This is an optimization exercise on Yosys and OpenROAD, whose aim is small area and a short achievable clock period, not a production implementation.
Function was checked by simulation only, so behaviour that the tests miss may differ from the original.
Power and IR drop assume default switching activity.

job 782:
==> flow/design.v <==
module if_stage #(
    parameter int unsigned BTB_IDX_BITS = 4,
    parameter logic [31:0] RESET_PC     = 32'h0000_0000,
    parameter logic [31:0] NOP_INST     = 32'h0000_0013
) (
    input  logic        clk,
    input  logic        reset,
    input  logic        stall,
    input  logic        flush,
    input  logic [31:0] redirect_pc,
    input  logic        upd_valid,
    input  logic [31:0] upd_pc,
    input  logic        upd_taken,
    input  logic [31:0] upd_target,
    output logic [31:0] imem_addr,
    input  logic [31:0] imem_inst,
    output logic [31:0] if_id_inst,
    output logic [31:0] if_id_pc,
    output logic        if_id_valid,
    output logic        if_id_pred_taken,
    output logic [31:0] if_id_pred_target
);
    localparam int unsigned ENTRIES = 1 << BTB_IDX_BITS;
    localparam int unsigned TAG_W   = 30 - BTB_IDX_BITS;
    logic [31:0] pc_q;
    logic [31:0] inst_q;
    logic [31:0] id_pc_q;
    logic        valid_q;
    logic        pt_q;
    logic [31:0] ptgt_q;
    logic [ENTRIES-1:0]            btb_v_q;
    logic [ENTRIES-1:0][TAG_W-1:0] btb_tag_q;
    logic [ENTRIES-1:0][31:0]      btb_tgt_q;
    logic [ENTRIES-1:0][1:0]       btb_ctr_q;
    logic [BTB_IDX_BITS-1:0] idx, uidx;
    logic [ENTRIES-1:0]      lhit_e, uhit_e, usel;
    logic                    pred_taken;
    logic [31:0]             tgt_rd, pc_inc;
    logic                    unused_upd_lsb;
    assign unused_upd_lsb = ^upd_pc[1:0];
    assign idx  = pc_q[BTB_IDX_BITS+1:2];
    assign uidx = upd_pc[BTB_IDX_BITS+1:2];
    always_comb begin
        for (int e = 0; e < ENTRIES; e++) begin
            lhit_e[e] = btb_v_q[e] && btb_ctr_q[e][1] && (btb_tag_q[e] == pc_q[31:BTB_IDX_BITS+2]);
            uhit_e[e] = btb_v_q[e] && (btb_tag_q[e] == upd_pc[31:BTB_IDX_BITS+2]);
            usel[e]   = upd_valid && (uidx == e[BTB_IDX_BITS-1:0]);
        end
    end
    assign pred_taken = lhit_e[idx];
    assign tgt_rd     = btb_tgt_q[idx];
    assign pc_inc     = pc_q + 32'd4;
    logic        adv, clr;
    logic [31:0] pc_hold, ptgt_hold;
    logic [31:0] pc_tk, pc_nt, ptgt_tk, ptgt_nt;
    assign clr       = reset || flush;
    assign adv       = !clr && !stall;
    assign pc_hold   = reset ? RESET_PC : (flush ? redirect_pc : pc_q);
    assign ptgt_hold = clr ? 32'd0 : ptgt_q;
    assign pc_tk     = adv ? tgt_rd : pc_hold;
    assign pc_nt     = adv ? pc_inc : pc_hold;
    assign ptgt_tk   = adv ? tgt_rd : ptgt_hold;
    assign ptgt_nt   = adv ? pc_inc : ptgt_hold;
    always_ff @(posedge clk) begin
        pc_q    <= pred_taken ? pc_tk : pc_nt;
        ptgt_q  <= pred_taken ? ptgt_tk : ptgt_nt;
        pt_q    <= adv ? pred_taken : (!clr && pt_q);
        if (clr) begin
            inst_q  <= NOP_INST;
            id_pc_q <= 32'd0;
            valid_q <= 1'b0;
        end else if (!stall) begin
            inst_q  <= imem_inst;
            id_pc_q <= pc_q;
            valid_q <= 1'b1;
        end
    end
    always_ff @(posedge clk) begin
        for (int e = 0; e < ENTRIES; e++) begin
            if (reset)
                btb_v_q[e] <= 1'b0;
            else if (usel[e] && upd_taken)
                btb_v_q[e] <= 1'b1;
        end
    end
    always_ff @(posedge clk) begin
        for (int e = 0; e < ENTRIES; e++) begin
            if (usel[e] && upd_taken) begin
                btb_tag_q[e] <= upd_pc[31:BTB_IDX_BITS+2];
                btb_tgt_q[e] <= upd_target;
            end
            if (usel[e]) begin
                if (uhit_e[e]) begin
                    if (upd_taken) begin
                        if (btb_ctr_q[e] != 2'd3) btb_ctr_q[e] <= btb_ctr_q[e] + 2'd1;
                    end else begin
                        if (btb_ctr_q[e] != 2'd0) btb_ctr_q[e] <= btb_ctr_q[e] - 2'd1;
                    end
                end else if (upd_taken) begin
                    btb_ctr_q[e] <= 2'b10;
                end
            end
        end
    end
    assign imem_addr         = pc_q;
    assign if_id_inst        = inst_q;
    assign if_id_pc          = id_pc_q;
    assign if_id_valid       = valid_q;
    assign if_id_pred_taken  = pt_q;
    assign if_id_pred_target = ptgt_q;
endmodule
export LEC_CHECK = 0
export CAP_MARGIN = 20
export CORE_MARGIN = 2
export CORE_UTILIZATION = 55
export SETUP_SLACK_MARGIN = 3.5
export SLEW_MARGIN = 20
create_clock -name core_clock -period 6.0 [get_ports {clk}]
standard.sh (not shown) runs the stock make flow with config.mk's settings and CLKGATE_MAP_FILE= SYNTH_SCRIPT=/design/flow/synth_recipe.tcl, a recipe that flattens the netlist after the stock synthesis.
==> flow/flow/run.sh <==
#!/bin/bash
set -euo pipefail
export BUFFER_PORTS_ARGS="-buffer_cell sky130_fd_sc_hd__buf_2"
export CTS_ARGS="-sink_clustering_enable -repair_clock_nets -dont_use_dummy_load -sink_clustering_size 30 -sink_clustering_max_diameter 80"
bash standard.sh MATCH_CELL_FOOTPRINT=0 finish > flow_make.log 2>&1
Here is what was changed in the inputs of job 6114 compared with job 782.
- putting ABC_CLOCK_PERIOD_IN_PS at 2500 where nothing was set
- putting TNS_END_PERCENT at 10 where nothing was set
==> flow/run.sh (new file) <==
#!/bin/bash
# synth_recipe.tcl (not shown) runs the flow's synth.tcl, then flattens the netlist and writes it again
# the make line also repeats each setting of config.mk as NAME=value (left out here)
make -C /OpenROAD-flow-scripts/flow DESIGN_CONFIG=/design/flow/config.mk WORK_HOME=/design/flow/orfs CLKGATE_MAP_FILE= SYNTH_SCRIPT=/design/flow/synth_recipe.tcl finish
removed: flow/flow/run.sh
removed: flow/standard.sh
--- outcome ---
Worst setup path endpoint = ptgt_q[12]$_DFF_P_: job 6114; worst setup path endpoint = pc_q[30]$_DFF_P_: job 782
Diff job 6114..job 782 | floorplan die area | unchanged
Status: count of vias placed by the detailed router parity (job 6114, job 782)
Relative to job 782, clock period minus worst slack increased by 0.090 ns in job 6114.
Job 6114 vs. job 782: sequential share of layout area decreased 1.6 points; routing usage on met3 essentially unchanged; fraction of layout instances using a drive strength above 1 decreased 6.1 points.
Compared to job 782, job 6114 has clock group share of total power 13 points higher.
Diff job 782 -> job 6114 | post-layout utilization of the core | increase of 2.2 points
| critical-path maximum fanout | job 6114 vs job 782 | ≈ equal |
Weighted congestion at the end of routability-driven global placement (lower): job 6114
Here is what was changed in the inputs of job 4748 compared with job 6114.
- clearing ABC_CLOCK_PERIOD_IN_PS, which used to be 2500
- clearing TNS_END_PERCENT, which used to be 10
==> flow/flow/run.sh (new file) <==
#!/bin/bash
set -euo pipefail
export BUFFER_PORTS_ARGS="-buffer_cell sky130_fd_sc_hd__buf_2"
export CTS_ARGS="-sink_clustering_enable -repair_clock_nets -dont_use_dummy_load"
bash standard.sh > flow_make.log 2>&1
==> flow/standard.sh (new file) <==
#!/bin/bash
# synth_recipe.tcl (not shown) runs the flow's synth.tcl, then flattens the netlist and writes it again
# the make line also repeats each setting of config.mk as NAME=value (left out here)
make -C /OpenROAD-flow-scripts/flow DESIGN_CONFIG=/design/flow/config.mk WORK_HOME=/design/flow/orfs CLKGATE_MAP_FILE= SYNTH_SCRIPT=/design/flow/synth_recipe.tcl "${@:-finish}"
removed: flow/run.sh
### Flow results
The design area reported for job 4748 is smaller than that of job 6114 by 1.3%.
Routed length on met3, job 6114 and job 4748, higher one = job 4748.
Number of global-route vias before repair, job 6114 and job 4748: higher on job 4748
Across both runs, overall power of the completed layout was lower for job 4748 than for job 6114.
From job 6114 to job 4748 the numbers moved as follows: minimum hold slack now sits at about the same level; routed wire length rose 5.7 mm.

========
job 1228:
Starts from the design.v that is shown in full above.
export LEC_CHECK = 0
export CAP_MARGIN = 20
export CORE_MARGIN = 2
export CORE_UTILIZATION = 55
export GPL_ROUTABILITY_DRIVEN = 0
export SETUP_SLACK_MARGIN = 3.5
export SLEW_MARGIN = 20
create_clock -name core_clock -period 6.0 [get_ports {clk}]
==> flow/flow/run.sh <==
#!/bin/bash
set -euo pipefail
export BUFFER_PORTS_ARGS="-buffer_cell sky130_fd_sc_hd__buf_2"
export CTS_ARGS="-sink_clustering_enable -repair_clock_nets -dont_use_dummy_load -sink_clustering_size 30 -sink_clustering_max_diameter 80"
bash standard.sh > flow_make.log 2>&1
Relative to job 1228, the following input files were edited for job 6245:
- SETUP_SLACK_MARGIN now 3.2, was 3.5
- GPL_ROUTABILITY_DRIVEN no longer set, was 0
--- outcome ---
Job 6245 ended with less worst slew slack as a fraction of its limit than job 1228.
Net switching power is higher on job 1228
Changes observed in job 6245 relative to job 1228: total non-filler cell area in the finished layout now sits lower; sum of net half-perimeters after detailed placement +2.1%; routed length per instance shows a reduction of about 3%; maximum frequency went down by 0.0076 GHz; overall overflow remaining after global route barely changed.
Job 6245 consumes less power than job 1228 does.
Setup changes, job 6245 to job 7768
- SETUP_SLACK_MARGIN changed from 3.2 to 3.5
- TNS_END_PERCENT newly set to 10
==> flow/run.sh (new file) <==
#!/bin/bash
# synth_recipe.tcl (not shown) runs the flow's synth.tcl, then flattens the netlist and writes it again
# the make line also repeats each setting of config.mk as NAME=value (left out here)
make -C /OpenROAD-flow-scripts/flow DESIGN_CONFIG=/design/flow/config.mk WORK_HOME=/design/flow/orfs CLKGATE_MAP_FILE= SYNTH_SCRIPT=/design/flow/synth_recipe.tcl finish
removed: flow/flow/run.sh
removed: flow/standard.sh
[summary]
Largest fanout of any net on the critical path | job 7768 above job 6245. | fraction of layout instances using a drive strength above 1 | job 7768 vs job 6245 | 1.7 points lower |. Job 7768 vs job 6245 on global-route usage: job 7768 is the lower one. Sort job 6245 and job 7768 by combinational group share of total power desc -> top: job 6245. Between job 6245 and job 7768, the flow reports power of the clock network increasing by more than half. Critical path depth is lower on job 6245. Compared with job 6245, job 7768 is hungrier on power.
Input-level comparison between job 2496 and job 7768:
- a change of TNS_END_PERCENT from 10 to 30
==> flow/flow/run.sh (new file) <==
#!/bin/bash
set -euo pipefail
export BUFFER_PORTS_ARGS="-buffer_cell sky130_fd_sc_hd__buf_2"
export CTS_ARGS="-sink_clustering_enable -repair_clock_nets -dont_use_dummy_load -sink_clustering_size 30 -sink_clustering_max_diameter 80"
bash standard.sh > flow_make.log 2>&1
==> flow/standard.sh (new file) <==
#!/bin/bash
# synth_recipe.tcl (not shown) runs the flow's synth.tcl, then flattens the netlist and writes it again
# the make line also repeats each setting of config.mk as NAME=value (left out here)
make -C /OpenROAD-flow-scripts/flow DESIGN_CONFIG=/design/flow/config.mk WORK_HOME=/design/flow/orfs CLKGATE_MAP_FILE= SYNTH_SCRIPT=/design/flow/synth_recipe.tcl "${@:-finish}"
removed: flow/run.sh
==> comparison <==
- Number of clock-tree buffers in the layout, job 7768 and job 2496: smaller value in job 2496
- The register-to-register slack number comes out lower for job 7768 vs job 2496.
- Changes observed in job 2496 relative to job 7768: vias after detailed routing fell 1.1%, combinational cell fraction of total power rose 3.2 points, total length of routed wires rose 8000 µm, number of fill cells in the layout rose 407, total power divided by cell area fell 36 mW/mm².
The inputs of job 1956 differ from those of job 2496 as listed below.
- swapping 3.5 for 3.1 in SETUP_SLACK_MARGIN
- clearing TNS_END_PERCENT, which used to be 30
Delta (job 1956 minus job 2496): largest clock skew in the final design climbed 5.7 ps, post-synth net total barely changed, number of logic stages on the critical path including buffering climbed 3, count of plain and timing-repair buffers in the layout dropped about 7%, global-route usage dropped 3.0 points. Diff job 2496 -> job 1956: fraction of area in registers moved up, violation count after the first detailed-routing iteration moved down, logic gate share of total power moved down.

========
Starts from the design.v that is shown in full above.
clock: 6.0 ns
lec_check: 0
cap_margin: 20
core_margin: 2
core_utilization: 55
cts_cluster_diameter: 80
cts_cluster_size: 30
setup_slack_margin: 3.5
slew_margin: 20
run.sh (not shown) runs the stock make flow with config.mk's settings and CLKGATE_MAP_FILE= SYNTH_SCRIPT=/design/flow/synth_recipe.tcl, a recipe that flattens the netlist after the stock synthesis.
Stock flow here: none of the scripts above is used.
The baseline finished with timing, DRC and antenna clean.
Then changed:
==> flow/flow/run.sh (new file) <==
#!/bin/bash
set -euo pipefail
export BUFFER_PORTS_ARGS="-buffer_cell sky130_fd_sc_hd__buf_2"
export CTS_ARGS="-sink_clustering_enable -repair_clock_nets -dont_use_dummy_load -sink_clustering_size 30 -sink_clustering_max_diameter 80"
bash standard.sh > flow_make.log 2>&1
==> flow/standard.sh (new file) <==
#!/bin/bash
# synth_recipe.tcl (not shown) runs the flow's synth.tcl, then flattens the netlist and writes it again
# the make line also repeats each setting of config.mk as NAME=value (left out here)
make -C /OpenROAD-flow-scripts/flow DESIGN_CONFIG=/design/flow/config.mk WORK_HOME=/design/flow/orfs CLKGATE_MAP_FILE= SYNTH_SCRIPT=/design/flow/synth_recipe.tcl "${@:-finish}"
CORE_UTILIZATION = 45   (was 55)
CTS_CLUSTER_DIAMETER = not set   (was 80)
CTS_CLUSTER_SIZE = not set   (was 30)
PLACE_DENSITY = 0.75   (was not set)
removed: flow/run.sh
Result: Final area barely changes; combinational power went up by about 2%; power falls by 4.1%.
Then changed:
==> flow/flow/run.sh (replaced) <==
#!/bin/bash
set -euo pipefail
export BUFFER_PORTS_ARGS="-buffer_cell sky130_fd_sc_hd__buf_2"
export CTS_ARGS="-sink_clustering_enable -repair_clock_nets -dont_use_dummy_load -sink_clustering_size 25 -sink_clustering_max_diameter 70"
bash standard.sh > flow_make.log 2>&1
CORE_UTILIZATION = 60   (was 45)
PLACE_DENSITY = not set   (was 0.75)
Outcome: The changed run ran to the end with no violations. Non-clock buffer count came out lower by 49. Power came out higher by a few percent. Global-route usage came out higher by 13 points. Setup slack got worse by 0.12 ns. Synthesized cell count does not change. Hold slack is about the same. Maximum frequency came out lower by a few percent. Synthesized area is unchanged. Cell area came out lower slightly. Via count hardly moves.
Then changed:
==> flow/flow/run.sh (replaced) <==
#!/bin/bash
set -euo pipefail
export BUFFER_PORTS_ARGS="-buffer_cell sky130_fd_sc_hd__buf_2"
export CTS_ARGS="-sink_clustering_enable -repair_clock_nets -dont_use_dummy_load -sink_clustering_size 30 -sink_clustering_max_diameter 80"
bash standard.sh > flow_make.log 2>&1
CORE_UTILIZATION = 55   (was 60)
PLACE_DENSITY = 0.75   (was not set)
After rerunning:
- The changed run finished clean
- cell area rose slightly
- setup slack loses 0.024 ns
- global-route usage falls by 5.7 points
- clock skew grows by 0.023 ns
- register-to-register slack is worse by 0.02 ns
Then changed:
CAP_MARGIN = 5   (was 20)
PLACE_DENSITY = not set   (was 0.75)
SLEW_MARGIN = 5   (was 20)
Effect: Global-route usage grows by 0.92 points. First-iteration DRC count falls by 18%. Worst hold slack improved by 0.014 ns. Routed wire length increases by 1.6%. Setup slack improves by 0.16 ns. Core utilization decreases by 1.8 points. Count of clock-buffer cells in the layout rose by 3. Power decreases by 0.45%. Non-clock buffer count came out lower by 91. Area after synthesis stays the same. Sequential share of layout area rises by 1.4 points.
Then changed:
==> flow/run.sh (new file) <==
#!/bin/bash
# synth_recipe.tcl (not shown) runs the flow's synth.tcl, then flattens the netlist and writes it again
# the make line also repeats each setting of config.mk as NAME=value (left out here)
make -C /OpenROAD-flow-scripts/flow DESIGN_CONFIG=/design/flow/config.mk WORK_HOME=/design/flow/orfs CLKGATE_MAP_FILE= SYNTH_SCRIPT=/design/flow/synth_recipe.tcl finish
CAP_MARGIN = 20   (was 5)
SLEW_MARGIN = 20   (was 5)
removed: flow/flow/run.sh
removed: flow/standard.sh
Area after synthesis is unchanged.
Worst hold slack gets worse by 0.0089 ns.
Critical path depth came out lower by 1.
First-iteration DRC count came out higher by 1.7%.
Setup slack barely changes.
Global-route usage came out higher by 0.86 points.
Die area stays the same.
Maximum frequency is about the same.

========
Another version of the RTL of if_stage (not shown whole).
For scale: about 3200 cells after synthesis, ~1100 flip-flops, about 260 I/O pins.
==> flow/design.v (excerpt) <==
module if_stage #(
    parameter int unsigned BTB_IDX_BITS = 4,
    parameter logic [31:0] RESET_PC     = 32'h0000_0000,
    parameter logic [31:0] NOP_INST     = 32'h0000_0013
) (
    input  logic        clk,
    input  logic        reset,
    input  logic        stall,
    input  logic        flush,
    input  logic [31:0] redirect_pc,
    input  logic        upd_valid,
    input  logic [31:0] upd_pc,
    input  logic        upd_taken,
    input  logic [31:0] upd_target,
    output logic [31:0] imem_addr,
    input  logic [31:0] imem_inst,
    output logic [31:0] if_id_inst,
    output logic [31:0] if_id_pc,
    output logic        if_id_valid,
    output logic        if_id_pred_taken,
    output logic [31:0] if_id_pred_target
);
==> flow/config.mk <==
export PLATFORM = sky130hd
export DESIGN_NAME = if_stage
export DESIGN_NICKNAME = if_stage
export VERILOG_FILES = /design/flow/design.v
export SDC_FILE = /design/flow/constraint.sdc
export NUM_CORES = 4
export LEC_CHECK = 0
export CAP_MARGIN = 20
export CORE_MARGIN = 2
export CORE_UTILIZATION = 55
export SETUP_SLACK_MARGIN = 3.15
export SLEW_MARGIN = 20
==> flow/constraint.sdc <==
create_clock -name core_clock -period 6.0 [get_ports {clk}]
set_input_delay 1.2000 -clock core_clock [delete_from_list [all_inputs] [get_ports {clk}]]
set_output_delay 1.2000 -clock core_clock [all_outputs]
set_load 0.01 [all_outputs]
standard.sh (not shown) runs the stock make flow with config.mk's settings and CLKGATE_MAP_FILE= SYNTH_SCRIPT=/design/flow/synth_recipe.tcl, a recipe that flattens the netlist after the stock synthesis.
==> flow/flow/run.sh <==
#!/bin/bash
set -euo pipefail
export BUFFER_PORTS_ARGS="-buffer_cell sky130_fd_sc_hd__buf_2"
export CTS_ARGS="-sink_clustering_enable -repair_clock_nets -dont_use_dummy_load -sink_clustering_size 30 -sink_clustering_max_diameter 80"
bash standard.sh > flow_make.log 2>&1
The starting point completed without violations.
Next try:
==> flow/run.sh (new file) <==
#!/bin/bash
# synth_recipe.tcl (not shown) runs the flow's synth.tcl, then flattens the netlist and writes it again
# the make line also repeats each setting of config.mk as NAME=value (left out here)
make -C /OpenROAD-flow-scripts/flow DESIGN_CONFIG=/design/flow/config.mk WORK_HOME=/design/flow/orfs CLKGATE_MAP_FILE= SYNTH_SCRIPT=/design/flow/synth_recipe.tcl finish
Settings changed: SETUP_SLACK_MARGIN 3.15 to 3.5.
removed: flow/flow/run.sh
removed: flow/standard.sh
The new run completed with no timing, DRC or antenna violations.
Cell area went up by 12%.
Utilization increases by 7.9 points.
Wire length goes up by 9.6%.
Setup slack is worse by 0.052 ns.
Cell count went up by 7.6%.
Total power is higher by 25%.
Hold slack hardly moves.
Via count climbs by 7.2%.
Synthesized cell count does not change.
Fmax fell by 1.8%.
Next try:
==> flow/flow/run.sh (new file) <==
#!/bin/bash
set -euo pipefail
export BUFFER_PORTS_ARGS="-buffer_cell sky130_fd_sc_hd__buf_2"
export CTS_ARGS="-sink_clustering_enable -repair_clock_nets -dont_use_dummy_load -sink_clustering_size 30 -sink_clustering_max_diameter 80"
bash standard.sh > flow_make.log 2>&1
==> flow/standard.sh (new file) <==
#!/bin/bash
# synth_recipe.tcl (not shown) runs the flow's synth.tcl, then flattens the netlist and writes it again
# the make line also repeats each setting of config.mk as NAME=value (left out here)
make -C /OpenROAD-flow-scripts/flow DESIGN_CONFIG=/design/flow/config.mk WORK_HOME=/design/flow/orfs CLKGATE_MAP_FILE= SYNTH_SCRIPT=/design/flow/synth_recipe.tcl "${@:-finish}"
Settings changed: SETUP_SLACK_MARGIN 3.5 to 2.9.
removed: flow/run.sh
Outcome: Utilization is lower by 11 points; global-route usage shrinks by 5.5 points; count of clock-buffer cells in the layout decreases by 93; die area does not change; final area shrinks by 15%; worst setup slack got worse by 0.25 ns; final cell count drops by 8.9%; via count drops by 10%; synthesized cell count stays the same.

re-timing with driven ports:
The results above use ideal ports. As a check the final layouts listed here were re-extracted and re-timed, cells and wires unchanged. Step 1 assumes that a clkbuf_16 drives the clock port and a buf_2 every other input. Step 2 times the ports against the registers' clock, not the clock port: input delays grow and output delays shrink by t, the midpoint of the rising clock arrivals with the driver on. a / b / c = ideal ports / drivers / drivers and shift; a / b = the first two.
run | t (ns) | setup WS [ns] | worst setup path at the end | worst register clock-pin slew, ns | pins driven straight from the clock port
job 782 | 0.726 | 2.975 / 2.975 / 2.362 | input to register | 0.12 / 0.12 | 1
job 6114 | 0.779 | 2.885 / 2.885 / 2.293 | input to register | 0.06 / 0.06 | 1
job 4748 | 0.763 | 2.948 / 2.948 / 2.438 | input to register | 0.06 / 0.06 | 1
job 1228 | 0.718 | 3.015 / 3.015 / 2.547 | input to register | 0.12 / 0.12 | 1
job 6245 | 0.708 | 2.946 / 2.946 / 2.420 | input to register | 0.12 / 0.12 | 1
job 7768 | 0.779 | 2.885 / 2.885 / 2.293 | input to register | 0.06 / 0.06 | 1
job 2496 | 0.717 | 2.933 / 2.933 / 2.427 | input to register | 0.12 / 0.12 | 1
job 1956 | 0.714 | 2.949 / 2.949 / 2.380 | input to register | 0.12 / 0.12 | 1
the first run of note 3 | 0.746 | 2.952 / 2.952 / 2.352 | input to register | 0.12 / 0.12 | 1
the second run of note 3 | 0.712 | 2.999 / 2.999 / 2.430 | input to register | 0.12 / 0.12 | 1
the third run of note 3 | 0.728 | 2.876 / 2.876 / 2.480 | input to register | 0.11 / 0.11 | 1
the fourth run of note 3 | 0.694 | 2.852 / 2.852 / 2.498 | input to register | 0.12 / 0.12 | 1
the fifth run of note 3 | 0.718 | 3.015 / 3.015 / 2.547 | input to register | 0.12 / 0.12 | 1
the sixth run of note 3 | 0.778 | 3.014 / 3.014 / 2.363 | input to register | 0.07 / 0.07 | 1
the first run of note 4 | 0.722 | 3.108 / 3.027 / 2.305 | input to register | 0.12 / 0.12 | 1
the second run of note 4 | 0.774 | 3.056 / 3.033 / 2.398 | input to register | 0.07 / 0.07 | 1
the third run of note 4 | 0.696 | 2.809 / 2.852 / 2.156 | input to register | 0.12 / 0.12 | 1
After both steps every run listed still meets setup and hold. The setup slack of the first run of note 4, which loses most, moves by -0.081 ns with the drivers and by -0.803 ns with both steps.
